Context: an optimization exercise on an open-source flow, tuned for small area, a short achievable clock period and few clock cycles per item. The choices shown serve that exercise and are no tape-out recipe. In this exercise RTL edits were held to simulation tests only and were not proved equivalent to the original.

## the previous run
Design aes128_enc, start of the top module:
module aes128_enc (
	input  wire                      clock_clk_i,
	input  wire                      arst_n_i,
	input  wire                      in_req_i,
	output logic                     in_ack_o,
	input  wire aes_pkg::aes_block_u plaintext_i,
	input  wire aes_pkg::aes_block_u key_i,
	output logic                     out_req_o,
	input  wire                      out_ack_i,
	output aes_pkg::aes_block_u      ciphertext_o
);
Size in the first run: ~880 flip-flops, ~390 I/O pins.
==> flow/config.mk <==
export PLATFORM = sky130hd
export DESIGN_NAME = aes128_enc
export DESIGN_NICKNAME = aes128_enc
export VERILOG_FILES = /design/flow/design.v
export SDC_FILE = /design/flow/constraint.sdc
export NUM_CORES = 4
export LEC_CHECK = 0
export CAP_MARGIN = 20
export CORE_MARGIN = 2
export CORE_UTILIZATION = 40
export SLEW_MARGIN = 20
export SYNTH_HIERARCHICAL = 1
==> flow/constraint.sdc <==
create_clock -name core_clock -period 10.0 [get_ports {clock_clk_i}]
set_input_delay 2.0000 -clock core_clock [delete_from_list [all_inputs] [get_ports {clock_clk_i}]]
set_output_delay 2.0000 -clock core_clock [all_outputs]
set_load 0.01 [all_outputs]
standard.sh (not shown) runs the stock make flow with config.mk's settings and CLKGATE_MAP_FILE= SYNTH_SCRIPT=/design/flow/synth_recipe.tcl, a recipe that flattens the netlist after the stock synthesis.
==> flow/flow/run.sh <==
#!/bin/bash
# Standard layout (the standard.sh, unchanged synthesis) with the
# resizer asked for more setup margin than the 10 ns clock needs, so that it
# sizes up the slow XOR chains, and plain buffers on the ports; the clock
# period and constraints are the standard flow's.
cp standard.sh standard_sh.log
export SETUP_SLACK_MARGIN=6.4
export BUFFER_PORTS_ARGS="-buffer_cell sky130_fd_sc_hd__buf_2"
bash standard.sh > standard.log 2>&1
Testbench counts of the previous run, summed over its fixed seeds: cycles 3,880, items 384.
The following lists how the current run was set up differently from the previous run:
--- a/flow/flow/run.sh
+++ b/flow/flow/run.sh
@@ -7 +7 @@
-export SETUP_SLACK_MARGIN=6.4
+export SETUP_SLACK_MARGIN=6.5
Notes after the runs:
Routed wire in the current run totals more than in the previous run.
Reported for the previous run and the current run, post-synthesis compound-gate area fraction turned out identical to the last digit.
On routed length on met2, the lower figure sits with the previous run, not the current run.
The previous run completed every stage of the flow, and the final layout passed the timing, design-rule and antenna checks.
Every stage of the flow completed for the current run, and the final layout passed the timing, design-rule and antenna checks.
There was hardly any difference in met3 demand-to-capacity share in global routing between the current run and the previous run.
For the share of the clock period used by the worst path after layout, the current run came in 2.5 points lower than the previous run did.

run A:
aes128_enc, a different RTL version from the one above (not shown whole).
Size: ~750 flip-flops, about 390 I/O pins, roughly 58,000 um2 of cells after synthesis.
Settings: LEC_CHECK=0, CAP_MARGIN=20, CORE_MARGIN=2, CORE_UTILIZATION=40, SLEW_MARGIN=20, SYNTH_HIERARCHICAL=1; clock period 10.0 ns.
==> flow/flow/run.sh <==
#!/bin/bash
# Standard layout (the standard.sh, unchanged synthesis) with the
# resizer asked for more setup margin than the 10 ns clock needs, so that it
# sizes up the slow XOR chains, and plain buffers on the ports; the clock
# period and constraints are the standard flow's.
cp standard.sh standard_sh.log
export SETUP_SLACK_MARGIN=6.0
export BUFFER_PORTS_ARGS="-buffer_cell sky130_fd_sc_hd__buf_2"
bash standard.sh > standard.log 2>&1
Testbench counts of run A, summed over its fixed seeds: cycles 3,880, items 384.
Input changes introduced in run B (baseline for comparison: run A):
--- a/flow/flow/run.sh
+++ b/flow/flow/run.sh
@@ -7 +7 @@
-export SETUP_SLACK_MARGIN=6.0
+export SETUP_SLACK_MARGIN=6.2
==> run notes <==
- Having completed the whole flow, run B delivered a layout that passed the timing, design-rule and antenna checks.
- Run A: PASS, flow complete, no timing, DRC or antenna violations
- Comparing run B and run A, fill cell instance count of the final layout is higher on run A.
- Run B against run A: fmax rose 19 MHz, number of design rule violations left after detail routing about even.
- Row final cell area excluding filler cells: run B higher / run A lower
Input-level comparison between run C and run B:
- putting CTS_BUF_LIST at sky130_fd_sc_hd__clkbuf_8 where nothing was set
Results
Run C finished end to end and its layout was clean on timing, DRC and antenna.
Taking run B as the reference, in run C ratio of cells with drive above 1 in the final layout climbed 0.79 points, cell count now larger, sum of buffers and inverters on the critical path held.

Setup of before:
aes128_enc again, from the RTL that the note above started with.
Design aes128_enc, start of the top module:
module aes128_enc (
	input  wire                      clock_clk_i,
	input  wire                      arst_n_i,
	input  wire                      in_req_i,
	output logic                     in_ack_o,
	input  wire aes_pkg::aes_block_u plaintext_i,
	input  wire aes_pkg::aes_block_u key_i,
	output logic                     out_req_o,
	input  wire                      out_ack_i,
	output aes_pkg::aes_block_u      ciphertext_o
);
clock: 10.0 ns
lec_check: 0
cap_margin: 20
core_margin: 2
core_utilization: 55
slew_margin: 20
synth_hierarchical: 1
==> flow/flow/run.sh <==
#!/bin/bash
# Standard layout (the standard.sh, unchanged synthesis) with the
# resizer asked for more setup margin than the 10 ns clock needs, so that it
# sizes up the slow XOR chains, and plain buffers on the ports; the clock
# period and constraints are the standard flow's.
cp standard.sh standard_sh.log
export SETUP_SLACK_MARGIN=6.2
export BUFFER_PORTS_ARGS="-buffer_cell sky130_fd_sc_hd__buf_2"
bash standard.sh > standard.log 2>&1
before went all the way through synthesis, placement and routing and the layout is clean on timing, DRC and antenna.
Testbench counts of before, summed over its fixed seeds: cycles 3,880, items 384.
[inputs] after vs before
Settings: CORE_UTILIZATION now 40, was 55.
--- a/flow/flow/run.sh
+++ b/flow/flow/run.sh
@@ -5,5 +5,5 @@
 # period and constraints are the standard flow's.
 cp standard.sh standard_sh.log
-export SETUP_SLACK_MARGIN=6.2
+export SETUP_SLACK_MARGIN=6.35
 export BUFFER_PORTS_ARGS="-buffer_cell sky130_fd_sc_hd__buf_2"
 bash standard.sh > standard.log 2>&1
## What came out
Comparing after and before, the higher non-clock buffer count was measured on after.
For before, the endpoint of the most critical setup path was a_state_q[18], unlike after, where it was a_state_q[78].
after vs before, final cell count went up by 558.
Taking after as 1.0, before lands at 0.850 on site row count.
after ended with every stage complete and zero timing, DRC or antenna violations.

==> what the ideal ports hide <==
In the flow no input, the clock included, has a driving cell. The finished layouts below were timed again as built, in two steps.
Step 1 (the two cells are an assumption about what drives the block):
set clk [get_ports {clock_clk_i}]
set_driving_cell -lib_cell sky130_fd_sc_hd__clkbuf_16 $clk
set_driving_cell -lib_cell sky130_fd_sc_hd__buf_2 [delete_from_list [all_inputs] $clk]
Step 2 also shifts input and output timing later by t, the mid clock arrival at the registers, as if the neighbouring blocks saw the same clock.
a / b / c = ideal / step 1 / step 2; a / b = the first two.
run | shift t [ns] | setup WS [ns] | worst hold slack (ns) | latest minus earliest clock arrival (ns) | worst data-port slew with drivers (ns)
the previous run | 0.800 | 6.244 / 6.244 / 6.244 | 0.311 / 0.311 / 0.311 | 0.037 / 0.037 | 0.06
the current run | 0.800 | 6.495 / 6.407 / 6.468 | 0.310 / 0.310 / 0.310 | 0.038 / 0.039 | 0.06
run A | 0.804 | 6.010 / 6.010 / 6.010 | 0.312 / 0.312 / 0.312 | 0.034 / 0.034 | 0.12
run B | 0.801 | 6.296 / 6.296 / 6.296 | 0.314 / 0.314 / 0.314 | 0.039 / 0.039 | 0.12
run C | 0.970 | 6.251 / 6.224 / 6.251 | 0.299 / 0.299 / 0.299 | 0.051 / 0.051 | 0.11
before | 0.746 | 6.240 / 6.240 / 6.240 | 0.307 / 0.307 / 0.307 | 0.031 / 0.031 | 0.06
after | 0.793 | 6.301 / 6.301 / 6.301 | 0.309 / 0.309 / 0.309 | 0.044 / 0.044 | 0.12
After both steps setup and hold are still met in every run listed. For the current run, which loses most, drivers alone change the setup slack by -0.088 ns; drivers and shift together by -0.027 ns.
